Context: an optimization exercise on an open-source flow, tuned for small area and a short achievable clock period. The choices shown serve that exercise and are no tape-out recipe.
At most, simulation tests tie the RTL to the original design; equivalence was not proved.
For runs 5 to 7, only the layout was checked, not whether the RTL still works.
Power is estimated from default activity; no workload was simulated.

File: flow/run.sh
#!/bin/bash
# Layout: the standard flow with two changes to how cells are picked.
#  - The port buffers use the smallest buffer cell instead of the one
#    buffer_ports picks by itself; timing repair resizes the critical ones.
#  - Slow wide OR/NOR cells (three or four series PMOS) are added to the
#    platform's don't-use list, so mapping and repair build the wide ORs of
#    the forwarding logic from NAND/AOI stages instead.
set -euo pipefail
export BUFFER_PORTS_ARGS="-buffer_cell sky130_fd_sc_hd__buf_1"
plat=$(make -s -C "$FLOW_HOME" DESIGN_CONFIG="$PWD/config.mk" WORK_HOME="$PWD/orfs" \
       print-DONT_USE_CELLS 2> print_dont_use.log | sed -n 's/^DONT_USE_CELLS: //p')
slow=""
for c in or3_1 or3_2 or3_4 or3b_1 or3b_2 or3b_4 or4_1 or4_2 or4_4 or4b_1 or4b_2 or4b_4 \
         or4bb_1 or4bb_2 or4bb_4 nor4_1 nor4_2 nor4_4 nor4b_1 nor4b_2 nor4b_4 nor4bb_1 \
         nor4bb_2 nor4bb_4 a2111o_1 a2111o_2 a2111o_4 a2111oi_0 a2111oi_1 a2111oi_2 \
         a2111oi_4 o2111a_1 o2111a_2 o2111a_4 o2111ai_1 o2111ai_2 o2111ai_4; do
  slow="$slow sky130_fd_sc_hd__$c"
done
echo "DONT_USE_CELLS=$plat$slow" > dont_use.txt
bash standard.sh "DONT_USE_CELLS=$plat$slow" synth > synth.log 2>&1
bash standard.sh "DONT_USE_CELLS=$plat$slow" finish > layout.log 2>&1
File: standard.sh
#!/bin/bash
# synth_recipe.tcl (not shown) runs the flow's synth.tcl, then flattens the netlist and writes it again
# the make line also repeats each setting of config.mk as NAME=value (left out here)
make -C /OpenROAD-flow-scripts/flow DESIGN_CONFIG=/design/flow/config.mk WORK_HOME=/design/flow/orfs CLKGATE_MAP_FILE= SYNTH_SCRIPT=/design/flow/synth_recipe.tcl "${@:-finish}"
File: config.mk
export PLATFORM = sky130hd
export DESIGN_NAME = store_buffer
export DESIGN_NICKNAME = store_buffer
export VERILOG_FILES = /design/flow/design.v
export SDC_FILE = /design/flow/constraint.sdc
export NUM_CORES = 4
export LEC_CHECK = 0
export CAP_MARGIN = 20
export CORE_MARGIN = 2
export CORE_UTILIZATION = 35
export CTS_BUF_LIST = sky130_fd_sc_hd__clkbuf_16
export CTS_CLUSTER_DIAMETER = 120
export CTS_CLUSTER_SIZE = 25
export PLACE_DENSITY = 0.5
export SETUP_SLACK_MARGIN = 3.8
export SLEW_MARGIN = 20
export SYNTH_HIERARCHICAL = 1
export TNS_END_PERCENT = 2
File: constraint.sdc
create_clock -name core_clock -period 10.0 [get_ports {clk}]
set_input_delay 2.0000 -clock core_clock [delete_from_list [all_inputs] [get_ports {clk}]]
set_output_delay 2.0000 -clock core_clock [all_outputs]
set_load 0.01 [all_outputs]
File: design.v
package lsu_pkg;
    localparam int xlen = 32;
    localparam int mask_bits = 4;
    localparam int rob_id_bits = 4;
    localparam int pr_bits = 6;
    typedef enum logic [2:0] {
        load_f3_lb  = 3'b000,
        load_f3_lh  = 3'b001,
        load_f3_lw  = 3'b010,
        load_f3_lbu = 3'b100,
        load_f3_lhu = 3'b101
    } load_funct3_e;
    typedef union packed {
        logic [xlen-1:0]  word;
        logic [3:0][7:0]  bytes;
        logic [1:0][15:0] halves;
    } load_word_u;
endpackage
`timescale 1ns/1ps
module sb_xnor2 (input logic a, b, output logic y);
    assign y = ~(a ^ b);
endmodule
module sb_nand2 (input logic a, b, output logic y);
    assign y = ~(a & b);
endmodule
module sb_nand4 (input logic a, b, c, d, output logic y);
    assign y = ~(a & b & c & d);
endmodule
module sb_nor2 (input logic a, b, output logic y);
    assign y = ~(a | b);
endmodule
module sb_and2 (input logic a, b, output logic y);
    assign y = a & b;
endmodule
module sb_a22oi (input logic a1, a2, b1, b2, output logic y);
    assign y = ~((a1 & a2) | (b1 & b2));
endmodule
module sb_a21o (input logic a1, a2, b1, output logic y);
    assign y = (a1 & a2) | b1;
endmodule
module sb_a221o (input logic a1, a2, b1, b2, c1, output logic y);
    assign y = (a1 & a2) | (b1 & b2) | c1;
endmodule
module sb_o21a (input logic a1, a2, b1, output logic y);
    assign y = (a1 | a2) & b1;
endmodule
module sb_a22o (input logic a1, a2, b1, b2, output logic y);
    assign y = (a1 & a2) | (b1 & b2);
endmodule
module sb_nand3 (input logic a, b, c, output logic y);
    assign y = ~(a & b & c);
endmodule
module sb_a211o (input logic a1, a2, b1, c1, output logic y);
    assign y = (a1 & a2) | b1 | c1;
endmodule
module sb_hold #(
    parameter int w = 1
) (
    input  logic         en,
    input  logic         hold,
    input  logic [w-1:0] d,
    input  logic [w-1:0] q,
    output logic [w-1:0] y
);
    for (genvar k = 0; k < w; k++) begin : g_bit
        sb_a22o i_m (.a1(en), .a2(d[k]), .b1(hold), .b2(q[k]), .y(y[k]));
    end
endmodule
`timescale 1ns/1ps
module sb_entry_cmp (
    input  logic [29:0] entry_addr,
    input  logic [29:0] addr,
    output logic        eq_c,
    output logic        eq_l
);
    logic [31:0] x;      
    logic [7:0]  g;      
    logic [3:0]  h;      
    logic [1:0]  k;      
    for (genvar j = 0; j < 30; j++) begin : g_bit
        sb_xnor2 i_x (.a(entry_addr[j]), .b(addr[j]), .y(x[j]));
    end
    assign x[31:30] = 2'b11;
    for (genvar j = 0; j < 8; j++) begin : g_g
        if (j < 7) begin : g_n4
            sb_nand4 i_g (.a(x[4*j]), .b(x[4*j+1]), .c(x[4*j+2]), .d(x[4*j+3]), .y(g[j]));
        end else begin : g_n2
            sb_nand2 i_g (.a(x[28]), .b(x[29]), .y(g[j]));
        end
    end
    for (genvar j = 0; j < 4; j++) begin : g_h
        sb_nor2 i_h (.a(g[2*j]), .b(g[2*j+1]), .y(h[j]));
    end
    for (genvar j = 0; j < 2; j++) begin : g_k
        sb_nand2 i_k (.a(h[2*j]), .b(h[2*j+1]), .y(k[j]));
    end
    sb_nor2 i_eq_c (.a(k[0]), .b(k[1]), .y(eq_c));
    sb_nor2 i_eq_l (.a(k[0]), .b(k[1]), .y(eq_l));
endmodule
module sb_cover #(
    parameter int sq_depth = 8
) (
    input  logic [sq_depth-1:0]      eq,
    input  logic [sq_depth-1:0][3:0] live,
    output logic [3:0]               none
);
    logic [3:0][7:0] u;      
    logic [3:0][1:0] p;      
    for (genvar b = 0; b < 4; b++) begin : g_lane
        for (genvar i = 0; i < 8; i++) begin : g_entry
            sb_nand2 i_u (.a(eq[i]), .b(live[i][b]), .y(u[b][i]));
        end
        sb_nand4 i_p0 (.a(u[b][0]), .b(u[b][1]), .c(u[b][2]), .d(u[b][3]), .y(p[b][0]));
        sb_nand4 i_p1 (.a(u[b][4]), .b(u[b][5]), .c(u[b][6]), .d(u[b][7]), .y(p[b][1]));
        sb_nor2  i_n  (.a(p[b][0]), .b(p[b][1]), .y(none[b]));
    end
endmodule
module sb_miss (
    input  logic [3:0] none,
    input  logic [3:0] load_mask,
    output logic       fwd_full,
    output logic       fwd_miss
);
    logic [1:0] r;       
    sb_a22oi i_r0 (.a1(load_mask[0]), .a2(none[0]), .b1(load_mask[1]), .b2(none[1]), .y(r[0]));
    sb_a22oi i_r1 (.a1(load_mask[2]), .a2(none[2]), .b1(load_mask[3]), .b2(none[3]), .y(r[1]));
    sb_nand2 i_miss (.a(r[0]), .b(r[1]), .y(fwd_miss));
    sb_and2  i_full (.a(r[0]), .b(r[1]), .y(fwd_full));
endmodule
`timescale 1ns/1ps
module dcache_arbiter #(
    parameter int aw = 30
) (
    input  logic          load_head,
    input  logic [3:0]    fwd_full,      
    input  logic [3:0]    fwd_miss,
    input  logic          busy,
    input  logic          sq_nonempty,
    input  logic [aw-1:0] load_addr,
    input  logic [3:0]    load_mask,
    input  logic [aw-1:0] head_addr,
    input  logic [3:0]    head_mask,
    output logic          load_req,
    output logic [aw-1:0] req_addr,
    output logic [3:0]    rmask,
    output logic [3:0]    wmask
);
    logic [3:0] sel_load, sel_head;    
    logic [3:0] rmask_q, wmask_q;
    assign rmask_q = load_mask & {4{!busy && load_head}};
    assign wmask_q = head_mask & {4{!busy && sq_nonempty}};
    for (genvar c = 0; c < 4; c++) begin : g_sel
        sb_and2  i_l (.a(load_head), .b(fwd_miss[c]), .y(sel_load[c]));
        sb_nand2 i_h (.a(load_head), .b(fwd_miss[c]), .y(sel_head[c]));
    end
    assign load_req = sel_load[3];
    for (genvar k = 0; k < aw; k++) begin : g_addr
        sb_a22o i_a (.a1(load_addr[k]), .a2(sel_load[k/10]), .b1(head_addr[k]), .b2(sel_head[k/10]),
                     .y(req_addr[k]));
    end
    for (genvar k = 0; k < 4; k++) begin : g_mask
        sb_and2 i_r (.a(rmask_q[k]), .b(fwd_miss[3]), .y(rmask[k]));
        sb_o21a i_w (.a1(!load_head), .a2(fwd_full[3]), .b1(wmask_q[k]), .y(wmask[k]));
    end
endmodule
`timescale 1ns/1ps
module sb_lane #(
    parameter int sq_depth = 8
) (
    input  logic [sq_depth-1:0]      eq,
    input  logic [sq_depth-1:0]      live,
    input  logic [sq_depth-1:0][7:0] data,
    input  logic [7:0]               cache,
    input  logic                     cache_sel,
    output logic [7:0]               merged
);
    logic [1:0][sq_depth-1:0] hit;
    for (genvar i = 0; i < sq_depth; i++) begin : g_hit
        sb_and2 i_h0 (.a(eq[i]), .b(live[i]), .y(hit[0][i]));
        sb_and2 i_h1 (.a(eq[i]), .b(live[i]), .y(hit[1][i]));
    end
    for (genvar k = 0; k < 8; k++) begin : g_bit
        logic [7:0] n;
        logic [1:0] p;
        for (genvar i = 0; i < 8; i++) begin : g_entry
            sb_nand2 i_n (.a(data[i][k]), .b(hit[k/4][i]), .y(n[i]));
        end
        sb_nand4 i_p0 (.a(n[0]), .b(n[1]), .c(n[2]), .d(n[3]), .y(p[0]));
        sb_nand4 i_p1 (.a(n[4]), .b(n[5]), .c(n[6]), .d(n[7]), .y(p[1]));
        sb_a211o i_m  (.a1(cache[k]), .a2(cache_sel), .b1(p[0]), .c1(p[1]), .y(merged[k]));
    end
endmodule
module sb_ext (
    input  logic [3:0] top_bits,
    input  logic [3:0] sel,
    output logic       ext
);
    assign ext = |(top_bits & sel);
endmodule
module load_align #(
    parameter int sq_depth = 8
) (
    input  logic [sq_depth-1:0]       eq,
    input  logic [sq_depth-1:0][3:0]  live,
    input  logic [sq_depth-1:0][31:0] data,
    input  logic [31:0]               cache_rdata,
    input  logic [3:0]                cache_sel,
    input  logic [1:0]                addr_low,
    input  logic [2:0]                funct3,
    output logic [31:0]               result
);
    logic [31:0] merged;
    logic [3:0][sq_depth-1:0]      lane_live;
    logic [3:0][sq_depth-1:0][7:0] lane_data;
    for (genvar b = 0; b < 4; b++) begin : g_lane
        for (genvar i = 0; i < sq_depth; i++) begin : g_entry
            assign lane_live[b][i] = live[i][b];
            assign lane_data[b][i] = data[i][8*b +: 8];
        end
        sb_lane #(.sq_depth(sq_depth)) i_lane (
            .eq      (eq),
            .live    (lane_live[b]),
            .data    (lane_data[b]),
            .cache   (cache_rdata[8*b +: 8]),
            .cache_sel (cache_sel[b]),
            .merged  (merged[8*b +: 8])
        );
    end
    logic is_word, is_half, is_byte, sign_ext;
    logic [1:0] lo_sel, sign_lane;
    logic [3:0] lo_oh, sign_sel;
    logic       s1, s3, sx;
    assign is_word   = funct3[1];
    assign is_half   = !funct3[1] && funct3[0];
    assign is_byte   = !funct3[1] && !funct3[0];
    assign sign_ext  = !funct3[2];
    assign lo_sel    = is_word ? 2'b00 : (is_half ? {addr_low[1], 1'b0} : addr_low);
    assign lo_oh     = 4'b0001 << lo_sel;
    assign sign_lane = is_half ? {addr_low[1], 1'b1} : lo_sel;
    assign sign_sel  = (sign_ext && !is_word) ? (4'b0001 << sign_lane) : 4'b0000;
    assign s1        = is_word || (is_half && !addr_low[1]);
    assign s3        = is_half && addr_low[1];
    assign sx        = is_byte;
    logic [3:1] ext;
    for (genvar k = 1; k < 4; k++) begin : g_ext
        sb_ext i_ext (
            .top_bits ({merged[31], merged[23], merged[15], merged[7]}),
            .sel      (sign_sel),
            .ext      (ext[k])
        );
    end
    for (genvar k = 0; k < 8; k++) begin : g_res
        logic [3:0] t;
        for (genvar l = 0; l < 4; l++) begin : g_lo
            sb_nand2 i_t (.a(lo_oh[l]), .b(merged[8*l+k]), .y(t[l]));
        end
        sb_nand4 i_r0 (.a(t[0]), .b(t[1]), .c(t[2]), .d(t[3]), .y(result[k]));
        logic u0, u1, u2;
        sb_nand2 i_u0 (.a(s1), .b(merged[8+k]),  .y(u0));
        sb_nand2 i_u1 (.a(s3), .b(merged[24+k]), .y(u1));
        sb_nand2 i_u2 (.a(sx), .b(ext[1]),       .y(u2));
        sb_nand3 i_r1 (.a(u0), .b(u1), .c(u2), .y(result[8+k]));
        sb_a22o  i_r2 (.a1(is_word), .a2(merged[16+k]), .b1(!is_word), .b2(ext[2]), .y(result[16+k]));
        sb_a22o  i_r3 (.a1(is_word), .a2(merged[24+k]), .b1(!is_word), .b2(ext[3]), .y(result[24+k]));
    end
endmodule
`timescale 1ns/1ps
module store_buffer #(
    parameter int sq_depth = 8
) (
    input  logic                            clk,
    input  logic                            rst,
    input  logic                            rob_flush,
    input  logic                            lsq_valid,
    input  logic                            lsq_ready,
    input  logic                            lsq_is_load,
    input  logic [lsu_pkg::xlen-1:0]        lsq_addr,
    input  logic [lsu_pkg::mask_bits-1:0]   lsq_mask,
    input  logic [lsu_pkg::xlen-1:0]        lsq_wdata,
    input  lsu_pkg::load_funct3_e           lsq_funct3,
    input  logic [lsu_pkg::rob_id_bits-1:0] lsq_rob_id,
    input  logic [lsu_pkg::pr_bits-1:0]     lsq_pr_dest,
    input  logic [lsu_pkg::rob_id_bits-1:0] rob_head_id,
    output logic                            lsq_dequeue,
    output logic [lsu_pkg::xlen-1:0]        dcache_addr,
    output logic [lsu_pkg::mask_bits-1:0]   dcache_rmask,
    output logic [lsu_pkg::mask_bits-1:0]   dcache_wmask,
    output logic [lsu_pkg::xlen-1:0]        dcache_wdata,
    input  logic [lsu_pkg::xlen-1:0]        dcache_rdata,
    input  logic                            dcache_resp,
    output logic                            cdb_valid,
    output logic [lsu_pkg::rob_id_bits-1:0] cdb_rob_id,
    output logic [lsu_pkg::pr_bits-1:0]     cdb_pr_dest,
    output logic [lsu_pkg::xlen-1:0]        cdb_result,
    output logic                            store_done
);
    localparam int aw       = lsu_pkg::xlen - 2;
    logic [sq_depth-1:0][aw-1:0] q_addr;
    logic [sq_depth-1:0][3:0]    q_mask;
    logic [sq_depth-1:0][31:0]   q_data;
    logic [sq_depth-1:0][3:0]    q_live;
    logic [sq_depth-1:0]         q_valid;    
    logic [sq_depth-1:0]         head_oh;    
    logic busy;         
    logic busy_load;    
    logic stale;        
    logic sq_full, sq_nonempty;
    assign sq_full     = q_valid[sq_depth-1];
    assign sq_nonempty = q_valid[0];
    assign head_oh     = q_valid & ~(q_valid >> 1);
    logic head_ok, is_store, store_accept, load_head;
    assign head_ok      = lsq_valid && lsq_ready;
    assign is_store     = head_ok && !lsq_is_load;
    assign load_head    = head_ok && lsq_is_load;
    assign store_accept = is_store && (lsq_rob_id == rob_head_id) && !sq_full;
    logic [sq_depth-1:0]      eq_c, eq_l;
    logic [sq_depth-1:0][3:0] vlive;
    logic [4:0]               fwd_full, fwd_miss;     
    logic [3:0]               fwd_none;
    for (genvar i = 0; i < sq_depth; i++) begin : g_entry
        sb_entry_cmp i_cmp (
            .entry_addr (q_addr[i]),
            .addr       (lsq_addr[lsu_pkg::xlen-1:2]),
            .eq_c       (eq_c[i]),
            .eq_l       (eq_l[i])
        );
        assign vlive[i] = q_live[i] & {4{q_valid[i]}};
    end
    sb_cover #(.sq_depth(sq_depth)) i_cover (
        .eq   (eq_c),
        .live (vlive),
        .none (fwd_none)
    );
    for (genvar c = 0; c < 5; c++) begin : g_miss
        sb_miss i_miss (
            .none      (fwd_none),
            .load_mask (lsq_mask),
            .fwd_full  (fwd_full[c]),
            .fwd_miss  (fwd_miss[c])
        );
    end
    logic load_req, issue_load, issue_store, resp_ok;
    logic [aw-1:0] req_addr;
    assign issue_load  = !busy && load_req;
    assign issue_store = !busy && !load_req && sq_nonempty;
    assign resp_ok     = busy && dcache_resp && !stale;
    logic sq_pop;
    assign sq_pop = resp_ok && !busy_load;
    always_ff @(posedge clk) begin
        if (rst) begin
            busy <= 1'b0;
        end else if (!busy) begin
            busy <= issue_load || issue_store;
        end else if (dcache_resp) begin
            busy <= 1'b0;
        end
    end
    logic [3:0] none_q;
    always_ff @(posedge clk) begin
        if (!busy) begin
            busy_load <= load_req;
            none_q    <= fwd_none;
        end
    end
    always_ff @(posedge clk) begin
        if (rst) begin
            stale <= 1'b0;
        end else if (rob_flush) begin
            stale <= 1'b1;
        end else if (dcache_resp) begin
            stale <= 1'b0;
        end
    end
    logic [aw-1:0] head_addr;
    logic [3:0]    head_mask;
    logic [31:0]   head_data;
    always_comb begin
        head_addr = '0;
        head_mask = '0;
        head_data = '0;
        for (int i = 0; i < sq_depth; i++) begin
            if (head_oh[i]) begin
                head_addr = head_addr | q_addr[i];
                head_mask = head_mask | q_mask[i];
                head_data = head_data | q_data[i];
            end
        end
    end
    dcache_arbiter #(.aw(aw)) i_arb (
        .load_head   (load_head),
        .fwd_full    (fwd_full[3:0]),
        .fwd_miss    (fwd_miss[3:0]),
        .busy        (busy),
        .sq_nonempty (sq_nonempty),
        .load_addr   (lsq_addr[lsu_pkg::xlen-1:2]),
        .load_mask   (lsq_mask),
        .head_addr   (head_addr),
        .head_mask   (head_mask),
        .load_req    (load_req),
        .req_addr    (req_addr),
        .rmask       (dcache_rmask),
        .wmask       (dcache_wmask)
    );
    assign dcache_addr  = {req_addr, 2'b00};
    assign dcache_wdata = head_data;
    always_ff @(posedge clk) begin
        if (rst) begin
            q_valid <= '0;
        end else begin
            case ({store_accept, sq_pop})
                2'b10:   q_valid <= {q_valid[sq_depth-2:0], 1'b1};
                2'b01:   q_valid <= q_valid >> 1;
                default: q_valid <= q_valid;
            endcase
        end
    end
    localparam int ew = aw + 4 + 32 + 4;     
    logic [sq_depth-1:0][ew-1:0] q_ent, q_shift, q_next;
    logic                        accept_n;
    assign accept_n = !store_accept;
    for (genvar i = 0; i < sq_depth; i++) begin : g_ent
        assign q_ent[i] = {q_addr[i], q_mask[i], q_data[i], q_live[i]};
        if (i == 0) begin : g_in
            assign q_shift[i] = {lsq_addr[lsu_pkg::xlen-1:2], lsq_mask, lsq_wdata, lsq_mask};
        end else begin : g_up
            assign q_shift[i] = {q_addr[i-1], q_mask[i-1], q_data[i-1],
                                 q_live[i-1] & ~({4{eq_l[i-1]}} & lsq_mask)};
        end
        sb_hold #(.w(ew)) i_hold (
            .en   (store_accept),
            .hold (accept_n),
            .d    (q_shift[i]),
            .q    (q_ent[i]),
            .y    (q_next[i])
        );
    end
    always_ff @(posedge clk) begin
        for (int i = 0; i < sq_depth; i++) begin
            {q_addr[i], q_mask[i], q_data[i], q_live[i]} <= q_next[i];
        end
    end
    load_align #(.sq_depth(sq_depth)) i_align (
        .eq          (eq_l),
        .live        (vlive),
        .data        (q_data),
        .cache_rdata (dcache_rdata),
        .cache_sel   (none_q & {4{resp_ok && busy_load}}),
        .addr_low    (lsq_addr[1:0]),
        .funct3      (lsq_funct3),
        .result      (cdb_result)
    );
    assign cdb_valid   = (load_head && fwd_full[4]) || (resp_ok && busy_load);
    assign cdb_rob_id  = lsq_rob_id;
    assign cdb_pr_dest = lsq_pr_dest;
    assign store_done  = store_accept;
    assign lsq_dequeue = store_accept || cdb_valid;
endmodule
==> results.toml, run 1 <==
[critical_path]
rr_startpoint = "q_valid[7]"
cp.arrival_ns = 4.46
end_kind = "output pin"
setup.worst_path.class = "in -> out"
startpoint = "lsq_addr[20]"
cp_max_fo = 10
start_kind = "input port"
cp.required_ns = 8.00

[place]
portBuffers = 226
dpl.hpwl_mm = 62.7
gp_congestion = 0.887
post-place-cells = 3818

[timing]
fin_crit_sh = 0.646
setup_tns_ns = 0
slew_violations = 0
final_hold_viol_count = 0
holdWs_ns = 0.476
max_freq_mhz = 155
rsz0062_at_grt = "true"
max_slew_margin = 0.199
skew_ns = 0.0370
min_period_ns = 6.46
tightest_slew_ns = 1.20
setup_violations = 0

[clock_network]
clock-sinks = 575
root_buffer = "clkbuf_16"
clkTransAtPathRegs_ns = 0.10
h-tree-depth = 1
cts_buffers = 27
insertion_delay_ns = 0.61
cts_tree = "yes"
clockBufferDepth = 3
holdBufCountCts = 0

[layout]
regArea_mm2 = 0.0116
final_cells = 3879
multi_input_comb_area_mm2 = 0.0154
nFillCells = 7379
final_cell_mix = "a22o_1, dfxtp_1, nand2_1"
mostFrequentLayoutCell = "a22o_1"
fin_nets = 3027
drive_above_1_share = 0.118
fin_util = 0.410
area_delta_synth_final_pct = 16.1

[power]
total_leakage_power_nw = 11.0
vdd_ir_drop_max_uv = 115
powerDensity_mw_per_mm2 = 134

[floorplan]
core_area_mm2 = 0.0743
pin_count = 241
placementRows = 100
die_y_um = 278
die-width_um = 278
dieArea_mm2 = 0.0772
start_util = 0.353

[grt]
track_usage = 0.239
grt_start_max_net_pins = 196
antenna_found_initial = 2
grt_pass1_wl_mm = 144
overflow = 0
grt_pass1_vias = 22670

[status]
outcome = "complete, no violations"

[worst_hold_path]
min_path_type = "reg -> reg"
hold_start = "q_live[28]"

[routing]
detail_route.vias_per_cell = 6.16
drcViolationCount = 0
first_pass_iters = 5
drtIter0Drc = 2409
routed-via-count = 23914
wire_per_inst_um = 25.2
drt_wl_total_mm = 97.7
drt.antenna.violating_nets = 0

[synthesis]
synth_area_per_cell_um2 = 9.84
netlist_instances = 2668
yosys_warnings = 7
netlist_area_mm2 = 0.0262

[run]
cap_violations = 0
[through the flow]
stage,cell area [µm²],setup slack [ns],power [W]
5_1_grt,30500,3.52,0.00423
3_3_place_gp,28100,2.10,0.00282
3_5_place_dp,28100,2.39,0.00282
2_1_floorplan,26300,-8.02,0.00269
4_1_cts,29700,3.59,0.00409
6_report,30500,3.54,0.00407
[registers in the layout (all words and copies together) (netlist names)]
signal     count
none_q         4
q_valid        8
q_data       256
busy           1
q_addr       240
busy_load      1
q_mask        32
stale          1
q_live        32
[worst max-delay path, stage by stage]
cell and delay (ns):
buf_6 0.14, xnor2_2 0.18, nand4_1 0.21, nor2_2 0.22, nand2_4 0.12, nor2_4 0.23
nand2_1 0.08, nand4_1 0.17, nor2_4 0.10, a22oi_2 0.23, nand2_4 0.12, and2_4 0.19
a22o_1 0.27, buf_2 0.15
[power by group]
part / leakage [nW] / switching (W) / internal [W]
clock network: 0.380 / 0.000765 / 0.000493
registers: 4.65 / 0.000108 / 0.00238
logic: 6.02 / 0.000164 / 0.000167
total: 11.0 / 0.00104 / 0.00304
[metal layers]
metal  GRT usage  vias up  wire length, µm
li1            -    10821                -
met1       0.337    11947            44200
met2       0.376      986            44200
met3      0.0329      158             6500
met4      0.0737        2             2800
met5           0        -                8
[layout make-up]
| class | instances | area share |
|---|---|---|
| clock inverter | 9 | 0.00172 |
| sequential | 575 | 0.379 |
| tap | 969 | 0.0398 |
| antenna | 1 | 0.0000821 |
| inverter | 6 | 0.000739 |
| clock buffer | 27 | 0.0222 |
| multi-input combinational | 2019 | 0.504 |
| timing repair buffer | 273 | 0.0517 |
[repair_timing]
action,in CTS,in global routing
hold endpoints to repair,0,0
pin swaps,46,88
endpoints found under the setup margin,72,72
resized for setup,229,127
gates cloned,3,2
setup buffers,15,3
[worst paths after layout]
| kind | slack, ns | cells after the start | endpoint |
|---|---|---|---|
| max | 3.54 | 14 | dcache_addr[5] |
| min | 0.48 | 1 | q_live[28] |
| max reg2reg | 5.08 | 7 | q_data[113] |
| min reg2reg | 0.48 | 1 | q_live[28] |
==> inputs of run 2 (changes only) <==
--- a/config.mk
+++ b/config.mk
@@ -13,5 +13,5 @@
 export CTS_CLUSTER_SIZE = 25
 export PLACE_DENSITY = 0.5
-export SETUP_SLACK_MARGIN = 3.8
+export SETUP_SLACK_MARGIN = 3.4
 export SLEW_MARGIN = 20
 export SYNTH_HIERARCHICAL = 1
==> run 2 against run 1 <==
Net effect: still clean on timing, DRC and antenna; hold slack got worse by 0.00061 ns; non-clock buffer count fell by 9; critical path depth did not move; final area fell by 3.3%; utilization fell by 1.3 points; final cell count fell by 0.23%; clock skew rose by 0.0026 ns; synthesized cell count did not move; setup slack got worse by 0.15 ns; largest cell class unchanged; highest routed layer unchanged.
==> results.toml, run 2 <==
[critical_path]
cp_max_fo = 10
cp.arrival_ns = 4.61
cp.required_ns = 8.00
slowest_stage = "and2_2"
crit_top_cell = "nor2_4"
path_depth = 14
setup.worst_path.class = "in -> out"
r2r_slack_ns = 5.10
start_kind = "input port"
worstPathBufferInverterCount = 2
reg2reg_to = "q_data[44]"
cpLargestDelayFamily = "simple AND/OR/NAND/NOR gates"
max_stage_delay_ns = 0.28
cp_cell_sequence = "buf_2 > xnor2_1 > nand4_1 > nor2_4 > nand2_2 > nor2_4 > nand2_1 > nand4_1 > nor2_4 > a22oi_2 > nand2_2 > and2_2 > a22o_1 > buf_1"
r2r_cells = 7
startpoint = "lsq_addr[26]"
end_kind = "output pin"
crit_end = "dcache_addr[22]"
rr_startpoint = "q_valid[7]"

[timing]
rsz0062_at_grt = "true"
max_slew_margin = 0.202
slew_violations = 0
max_freq_mhz = 151
min_period_ns = 6.61
setup_violations = 0
final_hold_viol_count = 0
skew_ns = 0.0396
fin_crit_sh = 0.661
holdWs_ns = 0.476
tightest_slew_ns = 1.19

[clock_network]
holdBufCountCts = 0
cts_buffers = 27
insertion_delay_ns = 0.61
cts_tree = "yes"
clkTransAtPathRegs_ns = 0.10
clock-sinks = 575
clockBufferDepth = 3
h-tree-depth = 1
root_buffer = "clkbuf_16"

[grt]
grt_pass1_vias = 22602
overflow = 0
grt_pass1_wl_mm = 144
antenna_found_initial = 2
grt_start_max_net_pins = 196
track_usage = 0.237

[floorplan]
start_util = 0.353
dieArea_mm2 = 0.0772
die_y_um = 278
die-width_um = 278
placementRows = 100
core_area_mm2 = 0.0743
pin_count = 241

[routing]
wire_per_inst_um = 25.0
drtIter0Drc = 2189
first_pass_iters = 5
detail_route.vias_per_cell = 6.15
drt_wl_total_mm = 96.6
routed-via-count = 23792
drcViolationCount = 0
drt.antenna.violating_nets = 0

[layout]
area_delta_synth_final_pct = 12.4
largest_reg_flops = 256
final_cell_mix = "a22o_1, dfxtp_1, nand2_1"
fin_nets = 3016
drive_above_1_share = 0.0742
finalInstanceArea_mm2 = 0.0295
mostFrequentLayoutCell = "a22o_1"

[status]
outcome = "complete, no violations"

[power]
total_leakage_power_nw = 10.4
powerDensity_mw_per_mm2 = 137
vdd_ir_drop_max_uv = 115

[synthesis]
synth_area_per_cell_um2 = 9.84
netlist_area_mm2 = 0.0262
netlist_instances = 2668
yosys_warnings = 7

[worst_hold_path]
min_path_type = "reg -> reg"

[place]
portBuffers = 226
dpl.hpwl_mm = 62.7
placed_area_mm2 = 0.0281
gp_congestion = 0.887

[run]
cap_violations = 0
-- run 2: what timing repair did --
| item | in CTS | in global routing |
|---|---|---|
| setup endpoints to repair | 72 | 67 |
| pin swaps | 8 | 17 |
| cloned | 1 | 1 |
| resized for setup | 90 | 68 |
| setup buffers | 8 | 2 |
-- run 2: power breakdown --
group | leakage (nW) | total, W | switching (W) | internal (W)
Sequential | 4.65 | 0.00248 | 0.000107 | 0.00238
Combinational | 5.34 | 0.000305 | 0.000156 | 0.000149
Clock | 0.380 | 0.00126 | 0.000769 | 0.000493
-- run 2: worst reg2reg max path: stages, from the launching register on --
cell and delay, ns:
dfxtp_4 0.54, buf_4 0.51, nor2_1 0.34, and4_4 0.55, buf_4 0.66, buf_4 0.93
buf_4 0.97, a22o_1 0.36
-- run 2: worst min-delay path by stage --
| stage | to | from | cells past startpoint | slack, ns |
|---|---|---|---|---|
| 6_report | q_live[29] | q_live[29] | 1 | 0.48 |
| 5_1_grt | q_live[28] | q_live[28] | 1 | 0.49 |
| 4_1_cts | q_live[28] | q_live[28] | 1 | 0.48 |
| 3_5_place_dp | q_live[29] | q_live[29] | 1 | 0.45 |
| 3_3_place_gp | q_live[28] | q_live[28] | 1 | 0.45 |
| 2_1_floorplan | q_live[28] | q_live[28] | 1 | 0.43 |
-- run 2: through the flow --
step	setup TNS (ns)	power, W	std cells	util	worst slack, ns
after floorplan	-3599.28	0.00269	2669	-	-8.02
after global placement	0	0.00282	3818	0.379	2.10
after detailed placement	0	0.00282	3818	0.379	2.39
after CTS	0	0.00408	3863	0.393	3.34
after global routing	0	0.00421	3868	0.397	3.35
final	0	0.00405	3870	0.397	3.39
-- run 2: final cells by class --
cell class              count  area, µm²
multi-input cells        2017      14600
inverters                   6       22.5
repair buffers            264       1310
flip-flops and latches    575      11600
well taps                 969       1210
diodes                      3       7.51
fillers                  7456      44800
clock buffers              27        676
clock inverters             9       52.6
-- run 2: routing by layer --
metal | global-route usage | vias up | routed length [µm]
met5 | 0 | - | 8
met4 | 0.0728 | 2 | 2760
met2 | 0.374 | 945 | 43600
li1 | - | 10797 | -
met1 | 0.334 | 11898 | 43600
met3 | 0.0316 | 150 | 6590
==> inputs of run 3 (changes only) <==
--- a/config.mk
+++ b/config.mk
@@ -11,5 +11,5 @@
 export CTS_BUF_LIST = sky130_fd_sc_hd__clkbuf_16
 export CTS_CLUSTER_DIAMETER = 120
-export CTS_CLUSTER_SIZE = 25
+export CTS_CLUSTER_SIZE = 30
 export PLACE_DENSITY = 0.5
 export SETUP_SLACK_MARGIN = 3.4
==> run 3 against run 2 <==
Net effect: still clean; sequential power about the same; maximum frequency is 0.25% higher; die area unchanged; utilization decreased by 0.13 points; sequential cell count unchanged; critical path type unchanged; largest power group unchanged.
==> results.toml, run 3 <==
[routing]
first_pass_iters = 6
detail_route.vias_per_cell = 6.15
drtIter0Drc = 2291
drt_wl_total_mm = 96.4
wire_per_inst_um = 24.9
drt.antenna.violating_nets = 0
drcViolationCount = 0
routed-via-count = 23757

[floorplan]
die-width_um = 278
pin_count = 241
die_y_um = 278
dieArea_mm2 = 0.0772
core_area_mm2 = 0.0743
start_util = 0.353
placementRows = 100

[critical_path]
crit_top_cell = "nor2_4"
cp.required_ns = 8.00
cpLargestDelayFamily = "simple AND/OR/NAND/NOR gates"
cp.arrival_ns = 4.59
cp_max_fo = 10
max_stage_delay_ns = 0.28
start_kind = "input port"
worstPathBufferInverterCount = 2
r2r_slack_ns = 5.05
cp_cell_sequence = "buf_2 > xnor2_1 > nand4_1 > nor2_4 > nand2_2 > nor2_4 > nand2_1 > nand4_1 > nor2_4 > a22oi_2 > nand2_2 > and2_2 > a22o_1 > buf_1"
slowest_stage = "and2_2"
end_kind = "output pin"
setup.worst_path.class = "in -> out"

[layout]
area_delta_synth_final_pct = 12.0
final_cell_mix = "a22o_1, dfxtp_1, nand2_1"
largest_reg_flops = 256
drive_above_1_share = 0.0715
fin_util = 0.395
fin_nets = 3012
mostFrequentLayoutCell = "a22o_1"

[grt]
antenna_found_initial = 2
grt_pass1_wl_mm = 143
grt_start_max_net_pins = 196
track_usage = 0.236
grt_pass1_vias = 22661
overflow = 0

[clock_network]
clkTransAtPathRegs_ns = 0.12
h-tree-depth = 1
insertion_delay_ns = 0.61
clock-sinks = 575
cts_tree = "yes"
cts_buffers = 23
root_buffer = "clkbuf_16"
clockBufferDepth = 3

[place]
dpl.hpwl_mm = 62.7
pre_cts_ws_ns = 2.39
gp_congestion = 0.887
portBuffers = 226

[timing]
slew_violations = 0
setup_tns_ns = 0
max_slew_margin = 0.212
min_period_ns = 6.59
max_freq_mhz = 152
holdWs_ns = 0.478
setup_violations = 0
tightest_slew_ns = 1.18
final_hold_viol_count = 0
rsz0062_at_grt = "true"
fin_crit_sh = 0.659
skew_ns = 0.0248
setup_slack_ns = 3.41

[status]
outcome = "complete, no violations"

[synthesis]
yosys_warnings = 7
synth_area_per_cell_um2 = 9.84
netlist_instances = 2668
netlist_area_mm2 = 0.0262

[worst_hold_path]
min_path_type = "reg -> reg"

[power]
total_power_w = 0.00399
vdd_ir_drop_max_uv = 115
powerDensity_mw_per_mm2 = 136
total_leakage_power_nw = 10.3

[run]
cap_violations = 0
-- run 3: cell types whose count changed in the layout (fill, tap and decap cells not counted), sizes merged --
cell | before | now
clkinv | 3 | 2
inv | 12 | 13
clkbuf | 41 | 37
bufinv | 0 | 1
diode | 3 | 1
-- run 3: cell type report --
| type | instances | area (µm²) |
|---|---|---|
| well taps | 969 | 1210 |
| fillers | 7458 | 44900 |
| inverters | 6 | 22.5 |
| clock inverters | 10 | 76.3 |
| repair buffers | 264 | 1310 |
| diodes | 1 | 2.50 |
| clock buffers | 23 | 576 |
| multi-input cells | 2017 | 14600 |
| flip-flops and latches | 575 | 11600 |
-- run 3: worst paths after layout --
check | start | end | cells after the start
worst min register to register | q_live[31] | q_live[31] | 1
worst max-delay path | lsq_addr[26] | dcache_addr[22] | 14
worst max register to register | q_valid[7] | q_data[81] | 7
worst min-delay path | q_live[31] | q_live[31] | 1
-- run 3: repair_timing --
| action | 4_1_cts | 5_1_grt |
|---|---|---|
| endpoints found under the setup margin | 72 | 68 |
| pin swaps | 8 | 17 |
| hold buffers | 0 | 0 |
| gates cloned | 1 | 1 |
| resized for setup | 90 | 65 |
| setup buffers | 8 | 2 |
-- run 3: where the power goes --
group	switching (W)	internal, W	total, W
combinational	0.000155	0.000148	0.000304
clock	0.000750	0.000452	0.00120
sequential	0.000107	0.00238	0.00248
-- run 3: per-stage QoR --
stage                     area, µm²  std cells
final                         29400       3865
after global routing          29400       3865
after CTS                     29100       3860
after detailed placement      28100       3818
after global placement        28100       3818
after floorplan               26300       2669
-- run 3: metal layers --
metal,GRT usage,vias to the layer above,share of wire
met5,0,-,0.000083
met4,0.0692,2,0.025
met3,0.0314,125,0.065
met2,0.378,929,0.46
met1,0.331,11924,0.45
li1,-,10777,-
==> inputs of run 4 (changes only) <==
--- a/config.mk
+++ b/config.mk
@@ -8,9 +8,9 @@
 export CAP_MARGIN = 20
 export CORE_MARGIN = 2
-export CORE_UTILIZATION = 35
+export CORE_UTILIZATION = 30
 export CTS_BUF_LIST = sky130_fd_sc_hd__clkbuf_16
 export CTS_CLUSTER_DIAMETER = 120
-export CTS_CLUSTER_SIZE = 30
-export PLACE_DENSITY = 0.5
+export CTS_CLUSTER_SIZE = 25
+export PLACE_DENSITY = 0.45
 export SETUP_SLACK_MARGIN = 3.4
 export SLEW_MARGIN = 20
==> run 4 against run 3 <==
Net effect: critical path depth rose by 1; die area rose by 16%; synthesized area is the same; sequential share of layout area shrank 0.66 points; sequential cell count unchanged; global-route usage down 2.7 points; clock skew fell by 0.0071 ns; register-to-register slack gained 0.91 ns; hold slack improved by 0.0011 ns; first-iteration DRC count up 0.61%; largest cell class unchanged.
==> results.toml, run 4 <==
[routing]
drtIter0Drc = 2305
wl_met1_mm = 44.9
routed.top_layer = "met5"
drcViolationCount = 0
drt_wl_total_mm = 99.1
first_pass_iters = 6
met2_length_mm = 45.0
detail_route.vias_per_cell = 5.81
route.met3.wl_mm = 5.84
wire_per_inst_um = 24.4
drt.antenna.violating_nets = 0
routed-via-count = 23608

[timing]
fin_crit_sh = 0.653
min_period_ns = 6.53
tightest_slew_ns = 1.11
final_hold_viol_count = 0
slew_violations = 0
max_slew_margin = 0.259
rsz0062_at_grt = "true"
skew_ns = 0.0177
setup_slack_ns = 3.47
max_freq_mhz = 153
setup_violations = 0

[place]
pre_cts_ws_ns = 2.56
placed_area_mm2 = 0.0284
dpl.hpwl_mm = 64.5
gp_congestion = 0.858
portBuffers = 226

[power]
total_power_w = 0.00413
comb_power_share = 0.075
sw_frac_of_total = 0.259
total_leakage_power_nw = 10.5
powerDensity_mw_per_mm2 = 138
seq_power_share = 0.601
p_int_w = 0.00306
clkPwrFrac = 0.324
vdd_ir_drop_max_uv = 135
p_sw_w = 0.00107

[grt]
grt_pass1_wl_mm = 147
grt_start_max_net_pins = 197
grt_pass1_vias = 22607
overflow = 0
track_usage = 0.209
antenna_found_initial = 3

[critical_path]
setup.worst_path.class = "in -> out"
end_kind = "output pin"
startpoint = "lsq_addr[28]"
cp.arrival_ns = 4.53
rr_startpoint = "q_valid[7]"
cp_max_fo = 10
start_kind = "input port"
cp.required_ns = 8.00

[layout]
final_cell_mix = "a22o_1, dfxtp_1, nand2_1"
area_delta_synth_final_pct = 13.9
drive_above_1_share = 0.0881
mostFrequentLayoutCell = "a22o_1"
largest_reg_flops = 256
fin_nets = 3022
nFillCells = 8948
finalInstanceArea_mm2 = 0.0299
antennaDiodeCount = 0

[status]
outcome = "complete, no violations"

[clock_network]
root_buffer = "clkbuf_16"
h-tree-depth = 1
clockBufferDepth = 3
insertion_delay_ns = 0.63
cts_buffers = 28
clock-sinks = 575
clkTransAtPathRegs_ns = 0.10
cts_tree = "yes"

[floorplan]
die_y_um = 300
start_util = 0.302
die-width_um = 300
core_area_mm2 = 0.0868
pin_count = 241
dieArea_mm2 = 0.0899
placementRows = 108

[synthesis]
netlist_area_mm2 = 0.0262
yosys_warnings = 7
synth_area_per_cell_um2 = 9.84
netlist_instances = 2668

[worst_hold_path]
min_path_type = "reg -> reg"
hold_start = "q_live[29]"

[run]
cap_violations = 0
run 4: cell types whose count changed in the layout (fill, tap and decap cells not counted), sizes merged, moves of 4 or more:
cell,change
buf,+4
clkbuf,+8
clkinv,+4
inv,-5
run 4: worst max-delay path, stage by stage:
cell      delay [ns]
clkbuf_4        0.19
xnor2_1         0.17
nand4_1         0.17
nor2_2          0.08
nand2_2         0.16
nor2_4          0.06
buf_4           0.16
and2_2          0.24
nand2_1         0.07
nand4_1         0.14
a211o_4         0.40
a22oi_2         0.21
nand2_2         0.13
a22o_1          0.21
buf_1           0.13
run 4: worst paths after layout:
check	end	slack (ns)	cells past startpoint
worst min register to register	q_live[29]	0.48	1
worst max-delay path	cdb_result[30]	3.47	15
worst max register to register	q_data[176]	5.96	6
worst min-delay path	q_live[29]	0.48	1
run 4: cell type report:
class	instances	area, µm²	area share
flip-flops and latches	575	11600	0.387
clock buffers	29	726	0.0243
well taps	1155	1450	0.0484
inverters	6	22.5	0.000754
clock inverters	9	77.6	0.00260
multi-input cells	2016	14700	0.493
repair buffers	270	1320	0.0443
run 4: power groups by stage:
stage               clock, W  combinational (W)  sequential, W
finish               0.00134           0.000311        0.00248
global placement           0           0.000293        0.00253
CTS                  0.00139           0.000301        0.00248
floorplan                  0           0.000198        0.00250
detailed placement         0           0.000297        0.00253
global route         0.00146           0.000336        0.00249
run 4: metal layers:
layer,track usage,vias up
met5,0,-
li1,-,10804
met1,0.293,11754
met3,0.0267,171
met2,0.333,873
met4,0.0693,6
run 4: timing repair:
action | CTS | global route
pin swaps | 1 | 30
buffers inserted | 0 | 11
gates resized for setup | 67 | 130
endpoints found under the hold margin | 0 | 0
hold buffers | 0 | 0
setup endpoints to repair | 72 | 67
run 4: through the flow:
stage | TNS (ns) | std cells | hold WS, ns | util
2_1_floorplan | -3599.28 | 2669 | 0.432 | -
3_3_place_gp | 0 | 4011 | 0.445 | 0.328
3_5_place_dp | 0 | 4011 | 0.452 | 0.328
4_1_cts | 0 | 4049 | 0.480 | 0.338
5_1_grt | 0 | 4060 | 0.506 | 0.344
6_report | 0 | 4060 | 0.479 | 0.344
==> inputs of run 5 (changes only) <==
--- a/design.v
+++ b/design.v
@@ -67,4 +67,21 @@
     end
 endmodule
+module sb_and3 (input logic a, b, c, output logic y);
+    assign y = a & b & c;
+endmodule
+module sb_a222oi (input logic a1, a2, b1, b2, c1, c2, output logic y);
+    assign y = ~((a1 & a2) | (b1 & b2) | (c1 & c2));
+endmodule
+module sb_sel8 (
+    input  logic [7:0] sel,
+    input  logic [7:0] d,
+    output logic       y
+);
+    logic [2:0] t;
+    sb_a222oi i_t0 (.a1(sel[0]), .a2(d[0]), .b1(sel[1]), .b2(d[1]), .c1(sel[2]), .c2(d[2]), .y(t[0]));
+    sb_a222oi i_t1 (.a1(sel[3]), .a2(d[3]), .b1(sel[4]), .b2(d[4]), .c1(sel[5]), .c2(d[5]), .y(t[1]));
+    sb_a22oi  i_t2 (.a1(sel[6]), .a2(d[6]), .b1(sel[7]), .b2(d[7]), .y(t[2]));
+    sb_nand3  i_y  (.a(t[0]), .b(t[1]), .c(t[2]), .y(y));
+endmodule
 `timescale 1ns/1ps
 module sb_entry_cmp (
@@ -102,4 +119,5 @@
 ) (
     input  logic [sq_depth-1:0]      eq,
+    input  logic [sq_depth-1:0]      valid,
     input  logic [sq_depth-1:0][3:0] live,
     output logic [3:0]               none
@@ -109,5 +127,5 @@
     for (genvar b = 0; b < 4; b++) begin : g_lane
         for (genvar i = 0; i < 8; i++) begin : g_entry
-            sb_nand2 i_u (.a(eq[i]), .b(live[i][b]), .y(u[b][i]));
+            sb_nand3 i_u (.a(eq[i]), .b(live[i][b]), .c(valid[i]), .y(u[b][i]));
         end
         sb_nand4 i_p0 (.a(u[b][0]), .b(u[b][1]), .c(u[b][2]), .d(u[b][3]), .y(p[b][0]));
@@ -169,4 +187,5 @@
 ) (
     input  logic [sq_depth-1:0]      eq,
+    input  logic [sq_depth-1:0]      valid,
     input  logic [sq_depth-1:0]      live,
     input  logic [sq_depth-1:0][7:0] data,
@@ -177,6 +196,6 @@
     logic [1:0][sq_depth-1:0] hit;
     for (genvar i = 0; i < sq_depth; i++) begin : g_hit
-        sb_and2 i_h0 (.a(eq[i]), .b(live[i]), .y(hit[0][i]));
-        sb_and2 i_h1 (.a(eq[i]), .b(live[i]), .y(hit[1][i]));
+        sb_and3 i_h0 (.a(eq[i]), .b(live[i]), .c(valid[i]), .y(hit[0][i]));
+        sb_and3 i_h1 (.a(eq[i]), .b(live[i]), .c(valid[i]), .y(hit[1][i]));
     end
     for (genvar k = 0; k < 8; k++) begin : g_bit
@@ -202,4 +221,5 @@
 ) (
     input  logic [sq_depth-1:0]       eq,
+    input  logic [sq_depth-1:0]       valid,
     input  logic [sq_depth-1:0][3:0]  live,
     input  logic [sq_depth-1:0][31:0] data,
@@ -220,4 +240,5 @@
         sb_lane #(.sq_depth(sq_depth)) i_lane (
             .eq      (eq),
+            .valid   (valid),
             .live    (lane_live[b]),
             .data    (lane_data[b]),
@@ -302,4 +323,6 @@
     logic [sq_depth-1:0]         q_valid;    
     logic [sq_depth-1:0]         head_oh;    
+    localparam int ew = aw + 4 + 32 + 4;     
+    logic [sq_depth-1:0][ew-1:0] q_ent;
     logic busy;         
     logic busy_load;    
@@ -315,5 +338,4 @@
     assign store_accept = is_store && (lsq_rob_id == rob_head_id) && !sq_full;
     logic [sq_depth-1:0]      eq_c, eq_l;
-    logic [sq_depth-1:0][3:0] vlive;
     logic [4:0]               fwd_full, fwd_miss;     
     logic [3:0]               fwd_none;
@@ -325,9 +347,9 @@
             .eq_l       (eq_l[i])
         );
-        assign vlive[i] = q_live[i] & {4{q_valid[i]}};
     end
     sb_cover #(.sq_depth(sq_depth)) i_cover (
-        .eq   (eq_c),
-        .live (vlive),
+        .eq    (eq_c),
+        .valid (q_valid),
+        .live  (q_live),
         .none (fwd_none)
     );
@@ -375,16 +397,15 @@
     logic [3:0]    head_mask;
     logic [31:0]   head_data;
-    always_comb begin
-        head_addr = '0;
-        head_mask = '0;
-        head_data = '0;
-        for (int i = 0; i < sq_depth; i++) begin
-            if (head_oh[i]) begin
-                head_addr = head_addr | q_addr[i];
-                head_mask = head_mask | q_mask[i];
-                head_data = head_data | q_data[i];
-            end
+    logic [aw+4+32-1:0][sq_depth-1:0] head_in;
+    logic [aw+4+32-1:0]               head_q;
+    for (genvar i = 0; i < sq_depth; i++) begin : g_head_in
+        for (genvar k = 0; k < aw + 36; k++) begin : g_bit
+            assign head_in[k][i] = q_ent[i][ew-1-(aw+36-1)+k];
         end
     end
+    for (genvar k = 0; k < aw + 36; k++) begin : g_head
+        sb_sel8 i_sel (.sel(head_oh), .d(head_in[k]), .y(head_q[k]));
+    end
+    assign {head_addr, head_mask, head_data} = head_q;
     dcache_arbiter #(.aw(aw)) i_arb (
         .load_head   (load_head),
@@ -415,6 +436,5 @@
         end
     end
-    localparam int ew = aw + 4 + 32 + 4;     
-    logic [sq_depth-1:0][ew-1:0] q_ent, q_shift, q_next;
+    logic [sq_depth-1:0][ew-1:0] q_shift, q_next;
     logic                        accept_n;
     assign accept_n = !store_accept;
@@ -442,5 +462,6 @@
     load_align #(.sq_depth(sq_depth)) i_align (
         .eq          (eq_l),
-        .live        (vlive),
+        .valid       (q_valid),
+        .live        (q_live),
         .data        (q_data),
         .cache_rdata (dcache_rdata),
--- a/config.mk
+++ b/config.mk
@@ -8,9 +8,9 @@
 export CAP_MARGIN = 20
 export CORE_MARGIN = 2
-export CORE_UTILIZATION = 30
+export CORE_UTILIZATION = 35
 export CTS_BUF_LIST = sky130_fd_sc_hd__clkbuf_16
 export CTS_CLUSTER_DIAMETER = 120
 export CTS_CLUSTER_SIZE = 25
-export PLACE_DENSITY = 0.45
+export PLACE_DENSITY = 0.5
 export SETUP_SLACK_MARGIN = 3.4
 export SLEW_MARGIN = 20
==> run 5 against run 4 <==
Net effect: largest power group unchanged; hold slack better by 0.023 ns; final cell count is 7.4% lower; utilization up 5.9 points; critical path depth fell by 1; sequential cell count did not move; synthesized area is 1.5% lower; first-iteration DRC count up 29%; register-to-register slack lost 0.93 ns; final area down 1.4%; total power is 2.5% lower.
==> results.toml, run 5 <==
[status]
outcome = "complete, no violations"

[power]
powerDensity_mw_per_mm2 = 137
p_int_w = 0.00301
seq_power_share = 0.616
sw_frac_of_total = 0.252
vdd_ir_drop_max_uv = 102
clkPwrFrac = 0.308
total_leakage_power_nw = 10.5
p_sw_w = 0.00101
comb_power_share = 0.076

[timing]
final_hold_viol_count = 0
skew_ns = 0.0233
rsz0062_at_grt = "true"
max_slew_margin = 0.113
fin_crit_sh = 0.658
min_period_ns = 6.58
setup_violations = 0
slew_violations = 0
tightest_slew_ns = 1.33
max_freq_mhz = 152

[critical_path]
cp.arrival_ns = 4.58
setup.worst_path.class = "in -> out"
cp.required_ns = 8.00
start_kind = "input port"
end_kind = "output pin"
cp_max_fo = 10

[layout]
mostFrequentLayoutCell = "a22o_1"
fin_nets = 2922
nFillCells = 7218
final_cell_mix = "a22o_1, dfxtp_1, nand2_1"
final_cells = 3759
drive_above_1_share = 0.111
finalInstanceArea_mm2 = 0.0295
largest_reg_flops = 256
area_delta_synth_final_pct = 14.0

[grt]
met1_usage = 0.324
antenna_found_initial = 7
use_met3 = 0.0342
overflow = 0
busiest_layer = "met2"
track_usage = 0.236
grt_pass1_vias = 22396
grt_pass1_wl_mm = 140
grt_start_max_net_pins = 231
grt.met2_usage = 0.378

[clock_network]
h-tree-depth = 1
holdBufCountCts = 0
insertion_delay_ns = 0.62
cts_tree = "yes"
clock-sinks = 575
clockBufferDepth = 3
clkTransAtPathRegs_ns = 0.10
root_buffer = "clkbuf_16"
cts_buffers = 26

[routing]
drt_wl_total_mm = 94.5
drcViolationCount = 0
wire_per_inst_um = 25.1
drtIter0Drc = 2981
routed-via-count = 23292
first_pass_iters = 23
drt.antenna.violating_nets = 0
detail_route.vias_per_cell = 6.20

[floorplan]
die-width_um = 276
start_util = 0.354
dieArea_mm2 = 0.0760
pin_count = 241
placementRows = 99
core_area_mm2 = 0.0731
die_y_um = 276

[synthesis]
netlist_instances = 2513
netlist_area_mm2 = 0.0259
yosys_warnings = 7
synth_area_per_cell_um2 = 10.3

[run]
cap_violations = 0

[place]
post-place-cells = 3707
dpl.hpwl_mm = 60.7
placed_area_mm2 = 0.0281
gp_congestion = 0.885
portBuffers = 226

[worst_hold_path]
min_path_type = "reg -> reg"
==> run 5: power groups by stage <==
stage	registers (W)	logic [W]	clock network, W
after floorplan	0.00250	0.000197	0
after global placement	0.00253	0.000290	0
after detailed placement	0.00253	0.000292	0
after CTS	0.00248	0.000298	0.00128
after global routing	0.00249	0.000330	0.00136
final	0.00248	0.000305	0.00124
==> run 5: worst max-delay path, cell delays in order <==
cell and delay (ns):
clkbuf_4 0.19, xnor2_1 0.21, nand4_1 0.18, nor2_1 0.23, nand2_2 0.17, nor2_2 0.21, nand3_1 0.12, nand4_1 0.16
nor2_2 0.10, a22oi_2 0.17, nand2_1 0.17, and2_4 0.25, a22o_1 0.26, buf_1 0.13
==> run 5: repair_timing <==
action,CTS,global route
pin swaps,8,18
resized for setup,106,84
setup endpoints to repair,72,63
gates cloned,0,0
setup buffers,18,3
==> run 5: area by class of cell <==
class                      instances  area [µm²]  area share
antenna                            1        2.50   0.0000849
sequential                       575       11600       0.392
tap                              959        1200      0.0407
timing repair buffer             270        1380      0.0467
clock inverter                     3        11.3    0.000382
inverter                           6        22.5    0.000764
clock buffer                      27         676      0.0229
multi-input combinational       1918       14600       0.496
==> run 5: path summary, 6_finish.rpt <==
path | start | endpoint | slack [ns] | cells after the start
setup / recovery | lsq_addr[15] | dcache_addr[4] | 3.42 | 14
hold / removal | q_mask[28] | q_mask[28] | 0.50 | 1
setup reg to reg | q_valid[7] | q_data[4] | 5.03 | 7
hold reg to reg | q_mask[28] | q_mask[28] | 0.50 | 1
==> run 5: routing by layer <==
| layer | vias up | wire, µm |
|---|---|---|
| met5 | - | 59 |
| met4 | 10 | 2920 |
| met3 | 143 | 6360 |
| met2 | 862 | 43700 |
| met1 | 11629 | 41500 |
| li1 | 10648 | - |
==> run 5: through the flow <==
stage / TNS [ns] / hold slack (ns) / worst slack, ns / power [W] / util
2_1_floorplan: -3588.81 / 0.459 / -8.05 / 0.00269 / -
3_3_place_gp: 0 / 0.473 / 2.34 / 0.00282 / 0.384
3_5_place_dp: 0 / 0.475 / 2.31 / 0.00282 / 0.384
4_1_cts: 0 / 0.506 / 3.38 / 0.00405 / 0.399
5_1_grt: 0 / 0.531 / 3.35 / 0.00418 / 0.403
6_report: 0 / 0.502 / 3.42 / 0.00402 / 0.403
==> inputs of run 6 (changes only) <==
--- a/config.mk
+++ b/config.mk
@@ -16,3 +16,3 @@
 export SLEW_MARGIN = 20
 export SYNTH_HIERARCHICAL = 1
-export TNS_END_PERCENT = 2
+export TNS_END_PERCENT = 20
==> run 6 against run 5 <==
Net effect: non-clock buffer count up 2; utilization up 0.39 points; sequential share of layout area down 0.37 points; synthesized area unchanged; total power up 1.2%; clock skew up 0.0082 ns; still clean on timing, DRC and antenna; die area unchanged; hold slack better by 0.0017 ns; highest routed layer unchanged; clock-buffer cell count unchanged; synthesized cell count unchanged; register-to-register slack better by 0.31 ns; routed wire length up 0.30%; critical path type unchanged; largest cell class unchanged.
==> results.toml, run 6 <==
[status]
outcome = "complete, no violations"

[critical_path]
end_kind = "output pin"
slowest_stage = "and2_4"
cp.arrival_ns = 4.55
max_stage_delay_ns = 0.25
setup.worst_path.class = "in -> out"
start_kind = "input port"
cp_max_fo = 10
cp.required_ns = 8.00
cp_cell_sequence = "clkbuf_4 > xnor2_1 > nand4_1 > nor2_2 > nand2_2 > buf_4 > nor2_4 > nand3_1 > nand4_1 > nor2_4 > a22oi_2 > nand2_1 > and2_4 > a22o_1 > buf_1"

[floorplan]
pin_count = 241
die-width_um = 276
dieArea_mm2 = 0.0760
core_area_mm2 = 0.0731
die_y_um = 276
placementRows = 99
start_util = 0.354

[clock_network]
clkTransAtPathRegs_ns = 0.10
insertion_delay_ns = 0.63
root_buffer = "clkbuf_16"
cts_buffers = 27
clock-sinks = 575
h-tree-depth = 1
holdBufCountCts = 0
cts_tree = "yes"
clockBufferDepth = 3

[routing]
wire_per_inst_um = 25.2
drt_wl_total_mm = 94.7
wl_met1_mm = 41.4
first_pass_iters = 19
met2_length_mm = 44.3
drcViolationCount = 0
detail_route.vias_per_cell = 6.20
routed.top_layer = "met5"
drt.antenna.violating_nets = 0
route.met3.wl_mm = 6.15
routed-via-count = 23352
drtIter0Drc = 2987

[timing]
max_freq_mhz = 153
final_hold_viol_count = 0
setup_violations = 0
min_period_ns = 6.55
slew_violations = 0
max_slew_margin = 0.251
rsz0062_at_grt = "true"
skew_ns = 0.0315
setup_slack_ns = 3.45
fin_crit_sh = 0.655
tightest_slew_ns = 1.12

[synthesis]
netlist_area_mm2 = 0.0259
netlist_instances = 2513
synth_area_per_cell_um2 = 10.3
yosys_warnings = 7

[place]
gp_congestion = 0.899
portBuffers = 226
placed_area_mm2 = 0.0281
dpl.hpwl_mm = 60.6
pre_cts_ws_ns = 2.17

[layout]
drive_above_1_share = 0.119
final_cell_mix = "a22o_1, dfxtp_1, nand2_1"
fin_util = 0.407
area_delta_synth_final_pct = 15.1
multi_input_comb_area_mm2 = 0.0148
nFillCells = 7243
fin_nets = 2925
largest_reg_flops = 256
finalInstanceArea_mm2 = 0.0298
mostFrequentLayoutCell = "a22o_1"
regArea_mm2 = 0.0116

[power]
vdd_ir_drop_max_uv = 107
powerDensity_mw_per_mm2 = 137
total_power_w = 0.00407
total_leakage_power_nw = 10.7

[grt]
grt_start_max_net_pins = 244
overflow = 0
track_usage = 0.238
grt_pass1_wl_mm = 141
grt_pass1_vias = 22203
antenna_found_initial = 5

[run]
cap_violations = 0

[worst_hold_path]
min_path_type = "reg -> reg"
run 6: final timing paths:
check,start,end,slack [ns],depth (start not counted)
worst min register to register,q_mask[9],q_mask[13],0.50,1
worst min-delay path,q_mask[9],q_mask[13],0.50,1
worst max-delay path,lsq_addr[2],dcache_addr[20],3.45,15
worst max register to register,q_valid[7],q_live[26],5.34,7
run 6: power breakdown:
part	switching [W]	internal, W	total [W]
logic	0.000158	0.000154	0.000312
registers	0.000105	0.00238	0.00248
clock network	0.000783	0.000495	0.00128
run 6: cell type report:
cell class / count / area share
multi-input cells: 1918 / 0.498
flip-flops and latches: 575 / 0.389
repair buffers: 272 / 0.0471
well taps: 959 / 0.0403
clock buffers: 27 / 0.0227
clock inverters: 8 / 0.00206
inverters: 6 / 0.000757
diodes: 1 / 0.0000841
run 6: through the flow:
stage | setup TNS (ns) | hold slack, ns | cells
floorplan | -3588.81 | 0.459 | 2514
global placement | 0 | 0.473 | 3707
detailed placement | 0 | 0.477 | 3707
CTS | 0 | 0.504 | 3759
global route | 0 | 0.530 | 3765
finish | 0 | 0.504 | 3766
run 6: metal layers:
metal,up-vias,global-route usage
li1,10662,-
met1,11624,0.330
met2,912,0.385
met3,144,0.0294
met4,10,0.0730
met5,-,0
run 6: worst max-delay path, delay by kind of cell:
kind	cells	cell delay, ns
and+or+nand+nor	9	1.40
buffers and inverters	3	0.51
AOI/OAI and AO/OA	2	0.40
xor gates and xnor gates	1	0.24
run 6: what timing repair did:
action                     in CTS  in global routing
pin swaps                      10                 31
buffers inserted               17                  6
setup endpoints to repair      72                 67
gates resized for setup       103                123
==> inputs of run 7 (changes only) <==
--- a/config.mk
+++ b/config.mk
@@ -8,11 +8,11 @@
 export CAP_MARGIN = 20
 export CORE_MARGIN = 2
-export CORE_UTILIZATION = 35
+export CORE_UTILIZATION = 45
 export CTS_BUF_LIST = sky130_fd_sc_hd__clkbuf_16
 export CTS_CLUSTER_DIAMETER = 120
 export CTS_CLUSTER_SIZE = 25
-export PLACE_DENSITY = 0.5
+export PLACE_DENSITY = 0.6
 export SETUP_SLACK_MARGIN = 3.4
 export SLEW_MARGIN = 20
 export SYNTH_HIERARCHICAL = 1
-export TNS_END_PERCENT = 20
+export TNS_END_PERCENT = 2
==> run 7 against run 6 <==
Net effect: synthesized area stayed put; sequential share of layout area is 0.42 points higher; clock power is 5% lower; global-route usage is 4.7 points higher; critical path depth is 1 lower; still clean; largest cell class unchanged; combinational power hardly changed; highest routed layer unchanged; setup slack worse by 0.011 ns.
==> results.toml, run 7 <==
[routing]
drcViolationCount = 0
routed-via-count = 23571
drtIter0Drc = 3146
drt_wl_total_mm = 89.4
wire_per_inst_um = 25.1
detail_route.vias_per_cell = 6.62
drt.antenna.violating_nets = 0
first_pass_iters = 10

[timing]
setup_tns_ns = 0
tightest_slew_ns = 1.20
fin_crit_sh = 0.656
holdWs_ns = 0.502
final_hold_viol_count = 0
setup_slack_ns = 3.44
rsz0062_at_grt = "true"
setup_violations = 0
max_slew_margin = 0.197
slew_violations = 0
max_freq_mhz = 152
skew_ns = 0.0248
min_period_ns = 6.56

[grt]
overflow = 0
track_usage = 0.285
grt_pass1_vias = 22406
busiest_layer = "met2"
grt_pass1_wl_mm = 135
grt.met2_usage = 0.446
met1_usage = 0.405
antenna_found_initial = 6
grt_start_max_net_pins = 211
use_met3 = 0.0359

[critical_path]
r2r_cells = 7
cp.required_ns = 8.00
cp.arrival_ns = 4.56
setup.worst_path.class = "in -> out"
reg2reg_to = "q_data[9]"
start_kind = "input port"
rr_startpoint = "q_valid[7]"
r2r_slack_ns = 5.25
end_kind = "output pin"
cp_max_fo = 10

[status]
outcome = "complete, no violations"

[layout]
largest_reg_flops = 256
multi_input_comb_area_mm2 = 0.0148
finalInstanceArea_mm2 = 0.0294
drive_above_1_share = 0.116
mostFrequentLayoutCell = "a22o_1"
nFillCells = 5252
regArea_mm2 = 0.0116
final_cell_mix = "a22o_1, dfxtp_1, nand2_1"
fin_util = 0.520
area_delta_synth_final_pct = 13.9
fin_nets = 2924

[worst_hold_path]
hold_path_depth = 1
whs_endpoint = "q_mask[31]"
min_path_type = "reg -> reg"
hold_start = "q_mask[31]"

[floorplan]
pin_count = 241
die-width_um = 244
dieArea_mm2 = 0.0594
placementRows = 87
start_util = 0.457
die_y_um = 244
core_area_mm2 = 0.0566

[synthesis]
synth_area_per_cell_um2 = 10.3
yosys_warnings = 7
netlist_area_mm2 = 0.0259
netlist_instances = 2513

[clock_network]
root_buffer = "clkbuf_16"
insertion_delay_ns = 0.61
cts_tree = "yes"
clock-sinks = 575
clockBufferDepth = 3
clkTransAtPathRegs_ns = 0.10
cts_buffers = 26
h-tree-depth = 1
holdBufCountCts = 0

[place]
pre_cts_ws_ns = 2.33
gp_congestion = 0.893
placed_area_mm2 = 0.0278
portBuffers = 226
dpl.hpwl_mm = 56.8

[power]
total_leakage_power_nw = 10.7
powerDensity_mw_per_mm2 = 136
vdd_ir_drop_max_uv = 131

[run]
cap_violations = 0
## run 7: per-stage QoR
step | total power [W] | cells
2_1_floorplan | 0.00269 | 2514
3_3_place_gp | 0.00281 | 3505
3_5_place_dp | 0.00282 | 3505
4_1_cts | 0.00402 | 3549
5_1_grt | 0.00415 | 3558
6_report | 0.00401 | 3559
## run 7: worst max path at each step
stage / from / endpoint / slack [ns] / depth (start not counted)
3_5_place_dp: lsq_addr[4] / cdb_result[24] / 2.33 / 14
4_1_cts: lsq_addr[4] / dcache_addr[2] / 3.34 / 14
6_report: lsq_addr[16] / cdb_result[0] / 3.44 / 14
5_1_grt: lsq_addr[3] / cdb_result[9] / 3.33 / 16
2_1_floorplan: rob_head_id[3] / q_valid[6] / -8.05 / 8
3_3_place_gp: lsq_addr[3] / cdb_result[14] / 2.35 / 15
## run 7: what timing repair did
action,4_1_cts,5_1_grt
buffers inserted,14,7
endpoints found under the setup margin,72,62
gates resized for setup,89,130
gates cloned,0,1
pin swaps,7,26
## run 7: cell type report
class | count | share of cell area
Clock inverter | 3 | 0.000383
Clock buffer | 27 | 0.0230
Sequential cell | 575 | 0.393
Multi-Input combinational cell | 1918 | 0.504
Antenna cell | 2 | 0.000170
Tap cell | 756 | 0.0321
Timing Repair Buffer | 272 | 0.0470
Inverter | 6 | 0.000765
## run 7: routing by layer
layer	up-vias	wire length, µm
met4	8	2800
met3	171	6940
met1	11671	39200
met5	-	57
li1	10661	-
met2	1060	40400
## run 7: worst max-delay path, stage by stage
cell,delay [ns]
clkbuf_4,0.20
xnor2_1,0.20
nand4_1,0.23
nor2_4,0.20
nand2_4,0.11
nor2_4,0.27
buf_4,0.19
and3_2,0.29
nand2_1,0.09
nand4_1,0.12
a211o_1,0.23
nand2_1,0.12
nand4_1,0.14
buf_1,0.16
## run 7: power by group
| group | total, W | leakage, nW | internal [W] | switching [W] |
|---|---|---|---|---|
| Combinational | 0.000312 | 5.67 | 0.000156 | 0.000156 |
| Clock | 0.00122 | 0.349 | 0.000484 | 0.000733 |
| Sequential | 0.00248 | 4.65 | 0.00238 | 0.000102 |

port drivers added, routing unchanged:
The flow's constraints put no driver on any port. The routed layouts listed below were extracted and timed again, unchanged, in two steps.
Step 1 assumes that a clkbuf_16 drives the clock port and a buf_2 every other input.
Step 2 moves the port delays by t, midway between the first and last clock arrival at a register: inputs arrive t later, outputs are due t later. That takes back most of the time a late clock gives input paths.
Slacks: ideal / step 1 / step 2; pairs: ideal / step 1.
run | shift t [ns] | setup WS [ns] | cell pins on the clock port's net
run 1 | 0.669 | 3.543 / 3.511 / 3.511 | 1
run 2 | 0.669 | 3.391 / 3.362 / 3.362 | 1
run 3 | 0.665 | 3.407 / 3.379 / 3.379 | 1
run 4 | 0.683 | 3.474 / 3.447 / 3.447 | 1
run 5 | 0.673 | 3.423 / 3.399 / 3.399 | 1
run 6 | 0.677 | 3.453 / 3.420 / 3.420 | 1
run 7 | 0.666 | 3.443 / 3.423 / 3.423 | 1
After both steps every run listed still meets setup and hold. For run 6, which loses most, drivers alone change the setup slack by -0.033 ns; drivers and shift together by -0.033 ns.
